Background: an optimization exercise with open tools, aiming at small area, a short achievable clock period and few clock cycles per item. Do not read the settings as production practice.
In this exercise RTL edits were held to simulation tests only and were not proved equivalent to the original.

==> design/flow/design.v <==
package rsa_pkg;
    localparam int PRIME_WIDTH = 8;            
    localparam int WORD_WIDTH  = 16;           
    localparam int MONT_WIDTH  = 17;           
    localparam int MONT_ROWS   = 18;           
    localparam int E_WIDTH     = 5;
    localparam logic [1:0] KG_IDLE = 2'd0;   
    localparam logic [1:0] KG_WAIT = 2'd1;   
    localparam logic [1:0] KG_RUN  = 2'd2;   
    localparam logic [4:0] KC_RED_INIT  = 5'd7;    
    localparam logic [4:0] KC_RED_FIRST = 5'd8;    
    localparam logic [4:0] KC_RED_LAST  = 5'd28;   
    localparam logic [4:0] KC_SQR       = 5'd29;   
    localparam logic [4:0] KC_R2        = 5'd30;   
    localparam logic [4:0] KC_END       = 5'd31;   
    localparam logic [1:0] EX_IDLE = 2'd0;   
    localparam logic [1:0] EX_CONV = 2'd1;   
    localparam logic [1:0] EX_SQR  = 2'd2;   
    localparam logic [1:0] EX_MUL  = 2'd3;   
endpackage
`timescale 1ns/1ps
import rsa_pkg::*;
module mont_mul (
    input  logic [MONT_WIDTH-1:0] a,
    input  logic [MONT_WIDTH-1:0] b,
    input  logic [WORD_WIDTH-1:0] n,
    output logic [MONT_WIDTH-1:0] r
);
    localparam int W = MONT_WIDTH + 2;
    logic [W-1:0] s, c;
    logic [W-1:0] total;
    always_comb begin
        logic q_bit;
        s     = '0;
        c     = '0;
        q_bit = a[0] & b[0];
        for (int i = 0; i < MONT_ROWS; i++) begin
            logic [W-1:0] x, y, s1, c1, s2, c2;
            logic         a_bit, a_next;
            a_bit  = (i < MONT_WIDTH) ? a[i] : 1'b0;
            a_next = (i + 1 < MONT_WIDTH) ? a[i+1] : 1'b0;
            x      = a_bit ? W'(b) : '0;
            s1     = s ^ c ^ x;
            c1     = ((s & c) | (s & x) | (c & x)) << 1;
            y      = q_bit ? W'(n) : '0;
            s2     = s1 ^ c1 ^ y;
            c2     = ((s1 & c1) | (s1 & y) | (c1 & y)) << 1;
            s      = s2 >> 1;   
            c      = c2 >> 1;   
            q_bit  = s1[1] ^ c1[1] ^ (q_bit & ~n[1]) ^ (a_next & b[0]);
        end
        total = s + c;
    end
    assign r = total[MONT_WIDTH-1:0];
endmodule
`timescale 1ns/1ps
import rsa_pkg::*;
module rsa_core (
    input  logic                   clk,
    input  logic                   reset,
    input  logic                   key_valid,
    output logic                   key_ready,
    input  logic [PRIME_WIDTH-1:0] p,
    input  logic [PRIME_WIDTH-1:0] q,
    output logic                   keys_ready,
    output logic [WORD_WIDTH-1:0]  modulus_out,
    output logic [WORD_WIDTH-1:0]  public_e,
    input  logic                   msg_valid,
    output logic                   msg_ready,
    input  logic [WORD_WIDTH-1:0]  msg,
    input  logic                   encrypt,
    output logic                   result_valid,
    input  logic                   result_ready,
    output logic [WORD_WIDTH-1:0]  result
);
    logic [WORD_WIDTH-1:0]  n_reg;     
    logic [E_WIDTH-1:0]     e_reg;
    logic [WORD_WIDTH-1:0]  d_reg;
    logic [MONT_WIDTH-1:0]  r2_reg;    
    logic                   loaded;
    logic [MONT_WIDTH-1:0]  a_reg;     
    logic [MONT_WIDTH-1:0]  x_reg;     
    logic [WORD_WIDTH-1:0]  m_reg;     
    logic [WORD_WIDTH-1:0]  res_reg;
    logic [1:0]             ex_state;
    logic [3:0]             bit_idx;   
    logic                   enc_reg;
    logic                   fix_pend;  
    logic                   res_valid;
    logic [1:0]             kg_state;
    logic [4:0]             kc;        
    logic [PRIME_WIDTH-1:0] p_reg, q_reg;
    logic [2:0]             cand;      
    logic                   e_chk;     
    logic                   e_found;
    logic [4:0]             k_acc;     
    logic [4:0]             k_val;
    logic                   k_found;
    logic [4:0]             d_step;
    logic                   d_done;
    logic signed [5:0]      d_g;       
    logic [3:0]             t_hist;    
    logic eng_idle, kg_idle, last_op;
    assign kg_idle      = (kg_state == KG_IDLE);
    assign eng_idle     = (ex_state == EX_IDLE) && !fix_pend;
    assign last_op      = (ex_state == EX_MUL) && (bit_idx == 4'd0);
    assign key_ready    = kg_idle;
    assign keys_ready   = loaded && kg_idle;
    assign msg_ready    = keys_ready && (eng_idle || (last_op && !res_valid));
    assign result_valid = res_valid;
    assign result       = res_reg;
    assign modulus_out  = n_reg;
    assign public_e     = WORD_WIDTH'(e_reg);
    logic msg_fire, key_fire;
    assign msg_fire = msg_valid && msg_ready;
    assign key_fire = key_valid && key_ready;
    logic [WORD_WIDTH-1:0] exp_val;
    logic [3:0]            exp_top;
    logic                  exp_bit;
    assign exp_val = enc_reg ? WORD_WIDTH'(e_reg) : d_reg;
    assign exp_bit = exp_val[bit_idx];
    always_comb begin
        logic [3:0] idx;
        exp_top = 4'd0;
        idx     = 4'd0;
        for (int i = 0; i < WORD_WIDTH; i++) begin
            if (exp_val[i]) exp_top = idx;
            idx = idx + 4'd1;
        end
    end
    logic kg_run, kg_start;
    logic mul_phase, red_phase, res_op, kg_sqr, kg_r2, kg_end;
    assign kg_run    = (kg_state == KG_RUN);
    assign kg_start  = (key_fire && eng_idle && !msg_fire) || ((kg_state == KG_WAIT) && eng_idle);
    assign mul_phase = kg_run && (kc < 5'd8);
    assign red_phase = kg_run && (kc >= KC_RED_FIRST) && (kc <= KC_RED_LAST);
    assign res_op    = kg_run && (kc >= 5'd7) && !e_found && !e_chk;
    assign kg_sqr    = kg_run && (kc == KC_SQR) && k_found;
    assign kg_r2     = kg_run && (kc == KC_R2);
    assign kg_end    = kg_run && (kc == KC_END) && d_done;
    logic [4:0] cand_e, cand_b;
    always_comb begin
        case (cand)
            3'd0:    begin cand_e = 5'd3;  cand_b = 5'd1;  end
            3'd1:    begin cand_e = 5'd5;  cand_b = 5'd1;  end
            3'd2:    begin cand_e = 5'd7;  cand_b = 5'd4;  end
            3'd3:    begin cand_e = 5'd11; cand_b = 5'd1;  end
            3'd4:    begin cand_e = 5'd13; cand_b = 5'd9;  end
            default: begin cand_e = 5'd17; cand_b = 5'd16; end
        endcase
    end
    logic [MONT_WIDTH-1:0] mm_a, mm_b, mm_r;
    logic [WORD_WIDTH-1:0] mm_n;
    always_comb begin
        mm_n = n_reg;
        if (kg_run) begin
            if (kg_sqr) begin                 
                mm_a = MONT_WIDTH'(m_reg);
                mm_b = MONT_WIDTH'(m_reg);
            end else if (kg_r2) begin         
                mm_a = a_reg;
                mm_b = MONT_WIDTH'(m_reg);
            end else begin                    
                mm_a = MONT_WIDTH'(cand_b);
                mm_b = x_reg;
                mm_n = WORD_WIDTH'(cand_e);
            end
        end else begin
            case (ex_state)
                EX_CONV: begin
                    mm_a = MONT_WIDTH'(m_reg);
                    mm_b = r2_reg;
                end
                EX_SQR: begin
                    mm_a = a_reg;
                    mm_b = a_reg;
                end
                default: begin
                    mm_a = a_reg;
                    mm_b = (bit_idx == 4'd0) ? MONT_WIDTH'(m_reg) : x_reg;
                end
            endcase
        end
    end
    mont_mul mont_mul_inst (
        .a(mm_a),
        .b(mm_b),
        .n(mm_n),
        .r(mm_r)
    );
    logic [MONT_WIDTH:0] a_minus_n;
    assign a_minus_n = {1'b0, a_reg} - {2'b0, n_reg};
    always_ff @(posedge clk or posedge reset) begin
        if (reset) begin
            ex_state  <= EX_IDLE;
            fix_pend  <= 1'b0;
            res_valid <= 1'b0;
        end else begin
            case (ex_state)
                EX_IDLE: if (msg_fire) ex_state <= EX_CONV;
                EX_CONV: ex_state <= EX_SQR;
                EX_SQR:  if (exp_bit) ex_state <= EX_MUL;
                default: begin
                    if (bit_idx == 4'd0) ex_state <= msg_fire ? EX_CONV : EX_IDLE;
                    else                 ex_state <= EX_SQR;
                end
            endcase
            if (last_op) begin
                fix_pend <= 1'b1;
            end else if (fix_pend && (!res_valid || result_ready)) begin
                fix_pend <= 1'b0;
            end
            if (fix_pend && (!res_valid || result_ready)) begin
                res_valid <= 1'b1;
            end else if (result_ready) begin
                res_valid <= 1'b0;
            end
        end
    end
    always_ff @(posedge clk) begin
        if (fix_pend && (!res_valid || result_ready)) begin
            res_reg <= a_minus_n[MONT_WIDTH] ? a_reg[WORD_WIDTH-1:0] : a_minus_n[WORD_WIDTH-1:0];
        end
        case (ex_state)
            EX_CONV: bit_idx <= exp_top - 4'd1;
            EX_MUL:  bit_idx <= bit_idx - 4'd1;
            EX_SQR:  if (!exp_bit) bit_idx <= bit_idx - 4'd1;
            default: ;
        endcase
        if (msg_fire) enc_reg <= encrypt;
    end
    always_ff @(posedge clk or posedge reset) begin
        if (reset) begin
            kg_state <= KG_IDLE;
            loaded   <= 1'b0;
        end else begin
            if (kg_start)         kg_state <= KG_RUN;
            else if (key_fire)    kg_state <= KG_WAIT;
            else if (kg_end)      kg_state <= KG_IDLE;
            if (kg_end) loaded <= 1'b1;
        end
    end
    logic [8:0] n_sum;      
    logic [7:0] t_sum;      
    logic [4:0] k_next;
    logic [5:0] k_sum;
    logic [5:0] k_diff;
    logic [4:0] x_win;      
    logic [2:0] x_val;      
    logic       d_bit;
    logic [7:0] g_sum;
    logic [WORD_WIDTH:0] dbl_sub;
    assign n_sum   = {1'b0, n_reg[15:8]} + (q_reg[0] ? {1'b0, p_reg} : 9'd0);
    assign t_sum   = {1'b0, x_reg[13:7]} + (q_reg[1] ? {1'b0, p_reg[7:1]} : 8'd0);
    assign k_sum   = {1'b0, k_acc} + {1'b0, a_reg[4:0]};
    assign k_diff  = k_sum - {1'b0, e_reg};
    assign k_next  = k_diff[5] ? k_sum[4:0] : k_diff[4:0];
    assign x_win   = {t_hist, (d_step >= 5'd2) ? x_reg[0] : 1'b0};
    always_comb begin
        x_val = (d_step == 5'd0) ? 3'd1 : 3'd0;
        for (int j = 0; j < 5; j++) begin
            x_val = x_val + ((k_val[j] && x_win[j]) ? 3'd1 : 3'd0);
        end
    end
    assign d_bit   = d_g[0] ^ x_val[0];
    assign g_sum   = {{2{d_g[5]}}, d_g} + (d_bit ? {3'b0, e_reg} : 8'd0) - {5'b0, x_val};
    assign dbl_sub = {m_reg, 1'b0} - {1'b0, n_reg};
    always_ff @(posedge clk) begin
        if (key_fire) begin
            p_reg <= p;
            q_reg <= q;
        end
        if (kg_start) begin
            n_reg   <= '0;
            x_reg   <= '0;
            cand    <= 3'd0;
            e_chk   <= 1'b0;
            e_found <= 1'b0;
            k_found <= 1'b0;
            d_done  <= 1'b0;
            kc      <= 5'd0;
        end else if (kg_run) begin
            if (kc != KC_SQR && kc != KC_END) kc <= kc + 5'd1;
            else if (kc == KC_SQR && k_found)     kc <= kc + 5'd1;
            if (mul_phase) begin
                n_reg <= {n_sum, n_reg[7:1]};
                q_reg <= q_reg >> 1;
                if (kc < 5'd7) x_reg[13:0] <= {t_sum, x_reg[6:1]};
            end
            if (kc == KC_RED_INIT) m_reg <= 16'd8;
            if (red_phase) m_reg <= dbl_sub[WORD_WIDTH] ? {m_reg[14:0], 1'b0} : dbl_sub[15:0];
            if (res_op) begin
                e_chk <= 1'b1;
            end else if (e_chk) begin
                e_chk <= 1'b0;
                if (a_reg[4:0] == 5'd0 || a_reg[4:0] == cand_e) begin
                    cand <= cand + 3'd1;
                end else begin
                    e_found <= 1'b1;
                    e_reg   <= cand_e;
                    k_acc   <= 5'd1;
                    k_val   <= 5'd0;
                    d_step  <= 5'd0;
                    d_g     <= '0;
                    t_hist  <= '0;
                end
            end
            if (e_found && !k_found) begin
                k_acc <= k_next;
                k_val <= k_val + 5'd1;
                if (k_next == 5'd0) k_found <= 1'b1;
            end
            if (k_found && !d_done) begin
                d_reg  <= {d_bit, d_reg[15:1]};
                d_g    <= g_sum[6:1];   
                t_hist <= x_win[3:0];
                if (d_step >= 5'd2) x_reg <= x_reg >> 1;
                d_step <= d_step + 5'd1;
                if (d_step == 5'd15) d_done <= 1'b1;
            end
            if (res_op || kg_sqr) a_reg <= mm_r;
            if (kg_r2) r2_reg <= mm_r;
        end
        if (msg_fire) m_reg <= msg;
        if (!kg_run) begin
            case (ex_state)
                EX_CONV: begin
                    a_reg <= mm_r;
                    x_reg <= mm_r;
                end
                EX_SQR, EX_MUL: a_reg <= mm_r;
                default: ;
            endcase
        end
    end
endmodule
==> design/flow/run.sh <==
#!/bin/bash
# synth_recipe.tcl (not shown) runs the flow's synth.tcl, then flattens the netlist and writes it again
# the make line also repeats each setting of config.mk as NAME=value (left out here)
make -C /OpenROAD-flow-scripts/flow DESIGN_CONFIG=/design/flow/config.mk WORK_HOME=/design/flow/orfs CLKGATE_MAP_FILE= SYNTH_SCRIPT=/design/flow/synth_recipe.tcl finish
==> design/flow/config.mk <==
export PLATFORM = sky130hd
export DESIGN_NAME = rsa_core
export DESIGN_NICKNAME = rsa_core
export VERILOG_FILES = /design/flow/design.v
export SDC_FILE = /design/flow/constraint.sdc
export NUM_CORES = 4
export LEC_CHECK = 0
export CAP_MARGIN = 20
export CORE_MARGIN = 2
export CORE_UTILIZATION = 40
export SLEW_MARGIN = 20
==> design/flow/constraint.sdc <==
create_clock -name core_clock -period 110.0 [get_ports {clk}]
set_input_delay 22.0000 -clock core_clock [delete_from_list [all_inputs] [get_ports {clk}]]
set_output_delay 22.0000 -clock core_clock [all_outputs]
set_load 0.01 [all_outputs]
==> impl_table.tex <==
\begin{tabular}{lr}
\hline
Metric & Value \\
\hline
\multicolumn{2}{l}{\textbf{Run status}} \\
Result of the run & timing/DRC/antenna clean \\
\multicolumn{2}{l}{\textbf{STA}} \\
Clock period minus worst slack & 26.58 ns \\
Final setup violation count & 0 \\
F\_max & 0.0376 GHz \\
Setup TNS Final & 0 ns \\
Final worst-path setup slack & 83.42 ns \\
Final Hold Violating Endpoints & 0 \\
Slew HR & 26.8\% \\
Transition time at the pin with the least slew margin & 1.10 ns \\
Setup repair after global routing missed its margin & no \\
Largest clock skew in the final design & 0.0241 ns \\
Count of pins over their slew limit & 0 \\
Post-route clock period utilization & 24.2\% \\
\multicolumn{2}{l}{\textbf{Synth}} \\
Synth Area per Inst & 9.52 sq um \\
Fraction of the mapped netlist area in compound gates & 8.88\% \\
Adder-cell area share of the yosys netlist & 43.8\% \\
Synth top area cells & fa\_1 37\%, edfxtp\_1 11\%, ha\_1 7.0\%, nand2\_1 5.4\%, inv\_1 5.1\% \\
Main synth FF type & edfxtp\_1 \\
Synthesized cell area & 0.0294 sq mm \\
Sequential-to-total area share from yosys stat & 16.3\% \\
Share of async-settable or async-resettable flops after synthesis & 3.80\% \\
Largest family of logic cells by synthesized area & adder cells \\
Synth Area in XOR/XNOR & 3.85\% \\
Flip-flop and latch count after synthesis & 184 \\
Post-synthesis mux area share & 3.87\% \\
Number of warnings printed during yosys synthesis & 2 \\
Synth unique cells & 94 \\
Largest area contributor in the netlist & fa\_1 \\
Number of synthesized flops with an enable pin & 107 \\
Synthesized instance count & 3084 \\
Share of synthesized cell area in and, or, nand and nor gates & 15.9\% \\
Top-area cell type share of the netlist area & 36.8\% \\
\multicolumn{2}{l}{\textbf{Layout}} \\
Layout filler cell count & 7155 \\
Flip-flop and latch area & 0.00479 sq mm \\
Fraction of final layout cells sized beyond drive strength 1 & 5.53\% \\
Area of combinational cells with multiple inputs & 0.0225 sq mm \\
Synthesis-to-finish area growth & 8.27\% \\
Diodes inserted & 0 \\
Total Nets Final & 3839 \\
\multicolumn{2}{l}{\textbf{GRT}} \\
Total global-route track usage & 23.7\% \\
First-pass GRT wire length & 135000 um \\
Maximum number of pins on one net before global-route repair & 49 \\
Overflow left after global routing & 0 \\
Vias in the first global route & 23277 \\
Initial antenna violation count & 4 \\
\multicolumn{2}{l}{\textbf{Critical path}} \\
Standard cell with the maximum stage delay on the critical path & nor2\_2 \\
Worst path arrival time & 26.96 ns \\
Startpoint of the lowest-slack register-to-register path & kc[1] \\
Reg-to-reg endpoint & a\_reg[16] \\
Type of element launching the critical path & flop \\
Number of cells traversed by the worst register-to-register path & 81 \\
Worst setup EP type & flop \\
Worst setup path startpoint & kc[1] \\
Slowest Stage Delay on Critical Path & 0.85 ns \\
Crit-path max FO & 17 \\
Required time of the critical path & 110.38 ns \\
Cell occurring most often along the worst timing path & fa\_1 \\
Class of the most critical setup path & reg -> reg \\
Reg-to-reg setup timing slack & 83.42 ns \\
\multicolumn{2}{l}{\textbf{Job}} \\
Number of max-cap violations & 0 \\
\multicolumn{2}{l}{\textbf{Routing}} \\
Detailed-router iteration count before antenna repair & 5 \\
Routed wire length & 86600 um \\
First DRT Iteration DRCs & 1734 \\
Remaining antenna violation count & 0 \\
Total via count after detailed routing & 22160 \\
Average wire length per cell after detail routing & 21.3 um \\
Per-cell via count in the routed design & 5.45 \\
Residual DRC count & 0 \\
\multicolumn{2}{l}{\textbf{Die}} \\
Number of placed I/O pins & 90 \\
Die boundary width & 275 um \\
Die Y-Extent & 275 um \\
Total die area & 0.0756 sq mm \\
Std cell rows & 99 \\
Starting Density & 40.3\% \\
Total core area & 0.0728 sq mm \\
\multicolumn{2}{l}{\textbf{Worst hold path}} \\
Worst Hold Path EP & q\_reg[4] \\
Hold path depth & 2 \\
Hold/Removal Path Class & reg -> reg \\
Min-Delay Startpoint & q\_reg[5] \\
\multicolumn{2}{l}{\textbf{Placement}} \\
Buffers on Ports & 77 \\
Gp weighted congestion & 0.920 \\
Sum of net half-perimeters after detailed placement & 68000 um \\
Worst slack after detailed placement & 82.87 ns \\
\multicolumn{2}{l}{\textbf{Clocking}} \\
Maximum level of the CTS H-tree & 4 \\
Resized Gates After CTS & 0 \\
Number of buffers inserted by hold repair at cts & 0 \\
Sinks on the clock net & 184 \\
Bufs on Longest Clock Path & 2 \\
Clock slew seen by the registers of the worst setup and hold paths & 0.07 ns \\
Clock network latency to the later pin of the worst-skew pair & 0.45 ns \\
Clock tree root buffer cell & clkbuf\_16 \\
Number of buffers created by CTS & 17 \\
Post-CTS setup buffers & 0 \\
TritonCTS clock tree & done \\
\hline
\end{tabular}
## cells by family (layout without fill, tap and decap cells)
| logic type | Yosys count | in the layout |
|---|---|---|
| simple gates | 1039 | 1039 |
| fa+ha+maj | 704 | 704 |
| buf+inv | 549 | 565 |
| compound gates | 384 | 384 |
| flops | 184 | 184 |
| xor+xnor | 115 | 115 |
| mux | 107 | 107 |
| other cells | 2 | 12 |
## cells in the final DEF (no fill, tap or decap), types with 8 or more instances in the layout
cell type,count
buf_4,53
or2_2,22
clkdlybuf4s50_1,77
a21boi_0,15
o21ai_0,80
o22ai_1,8
a221oi_1,20
nor3_1,51
nand3_1,22
xor2_1,40
clkbuf_16,17
inv_1,401
nand2_1,422
mux2i_1,74
fa_1,540
and2_1,45
nand2b_1,27
ha_1,164
xnor2_1,64
o21ai_1,12
o31ai_1,8
a22o_1,11
a21oi_1,80
or3_1,38
a211oi_1,10
nor2_1,308
nor2b_1,46
mux2_2,28
dfxtp_1,70
xnor3_1,9
edfxtp_1,107
a211o_1,12
a21o_1,43
and3_1,18
conb_1,12
## per-stage QoR
stage | hold WS (ns) | area, sq um | util, % | std cells
floorplan | 0.424 | 29400 | - | 3094
global placement | 0.443 | 31200 | 42.8 | 4035
detailed placement | 0.445 | 31200 | 42.8 | 4035
CTS | 0.462 | 31800 | 43.6 | 4067
global route | 0.484 | 31800 | 43.7 | 4069
finish | 0.461 | 31800 | 43.7 | 4069
## synth_stat cells (8+ instances only)
master and instances:
a211o_1 12, a211oi_1 10, a21boi_0 16, a21o_1 43
a21oi_1 84, a221oi_1 20, a22o_1 11, and2_1 45
and3_1 18, buf_1 10, buf_2 17, buf_4 19
clkbuf_1 101, dfxtp_1 70, edfxtp_1 107, fa_1 540
ha_1 164, inv_1 401, mux2_2 28, mux2i_1 76
nand2_1 422, nand2b_1 27, nand3_1 22, nor2_1 308
nor2b_1 46, nor3_1 53, o21ai_0 82, o21ai_1 10
o22ai_1 8, o31ai_1 9, or2_2 22, or3_1 38
xnor2_1 65, xnor3_1 9, xor2_1 41
## critical path, delay by kind of cell (launching register included)
| family | cells | cell delay (ns) |
|---|---|---|
| flops | 1 | 0.36 |
| mux | 2 | 0.62 |
| simple gates | 16 | 4.14 |
| compound gates | 16 | 5.26 |
| fa+ha+maj | 29 | 12.32 |
| xor+xnor | 10 | 2.98 |
| buf+inv | 8 | 0.73 |
## worst max path at each step
stage | end | slack, ns | cells after the start
global placement | a_reg[15] | 83.54 | 78
finish | a_reg[16] | 83.42 | 81
floorplan | a_reg[15] | 86.70 | 86
CTS | a_reg[16] | 82.74 | 78
global route | a_reg[16] | 81.61 | 81
detailed placement | a_reg[16] | 82.87 | 78
## final cells by class
type,instances,area share [%]
Clock buffer,17,1.34
Timing Repair Buffer,132,3.72
Tap cell,959,3.77
Multi-Input combinational cell,2361,70.9
Inverter,401,4.73
Sequential cell,184,15.1
Clock inverter,15,0.515
## layer usage
| metal | track usage (%) | share of wire (%) | vias up |
|---|---|---|---|
| met3 | 5.32 | 7.6 | 141 |
| li1 | - | - | 9910 |
| met2 | 37.8 | 46 | 705 |
| met5 | 0 | 0.0081 | - |
| met1 | 32.3 | 43 | 11402 |
| met4 | 7.10 | 3.1 | 2 |
Testbench counts, summed over its fixed seeds: cycles 13,369, items 1,024.

-- what the ideal ports hide --
No port has a modelled driver above. Below, the same layout with a new extraction and two added sets of constraints. Step 1: set_driving_cell puts a clkbuf_16 on clk and a buf_2 on each other input, an assumption about the parent block. Step 2, shift: input delay + t, output delay - t, t = (earliest + latest rising clock arrival at the registers) / 2. This alone moves slack from input paths to output paths. Slacks: ideal ports / drivers / drivers and shift; pairs: ideal ports / drivers.
t (ns): 0.494
slack for setup (ns): 83.423 / 83.423 / 83.423
worst hold slack (ns): 0.461 / 0.461 / 0.461
worst register clock-pin slew, ns: 0.08 / 0.08
worst data-port slew with drivers (ns): 0.04
After both steps this run still meets setup and hold. For this run, drivers alone change the setup slack by 0.000 ns; drivers and shift together by 0.000 ns.
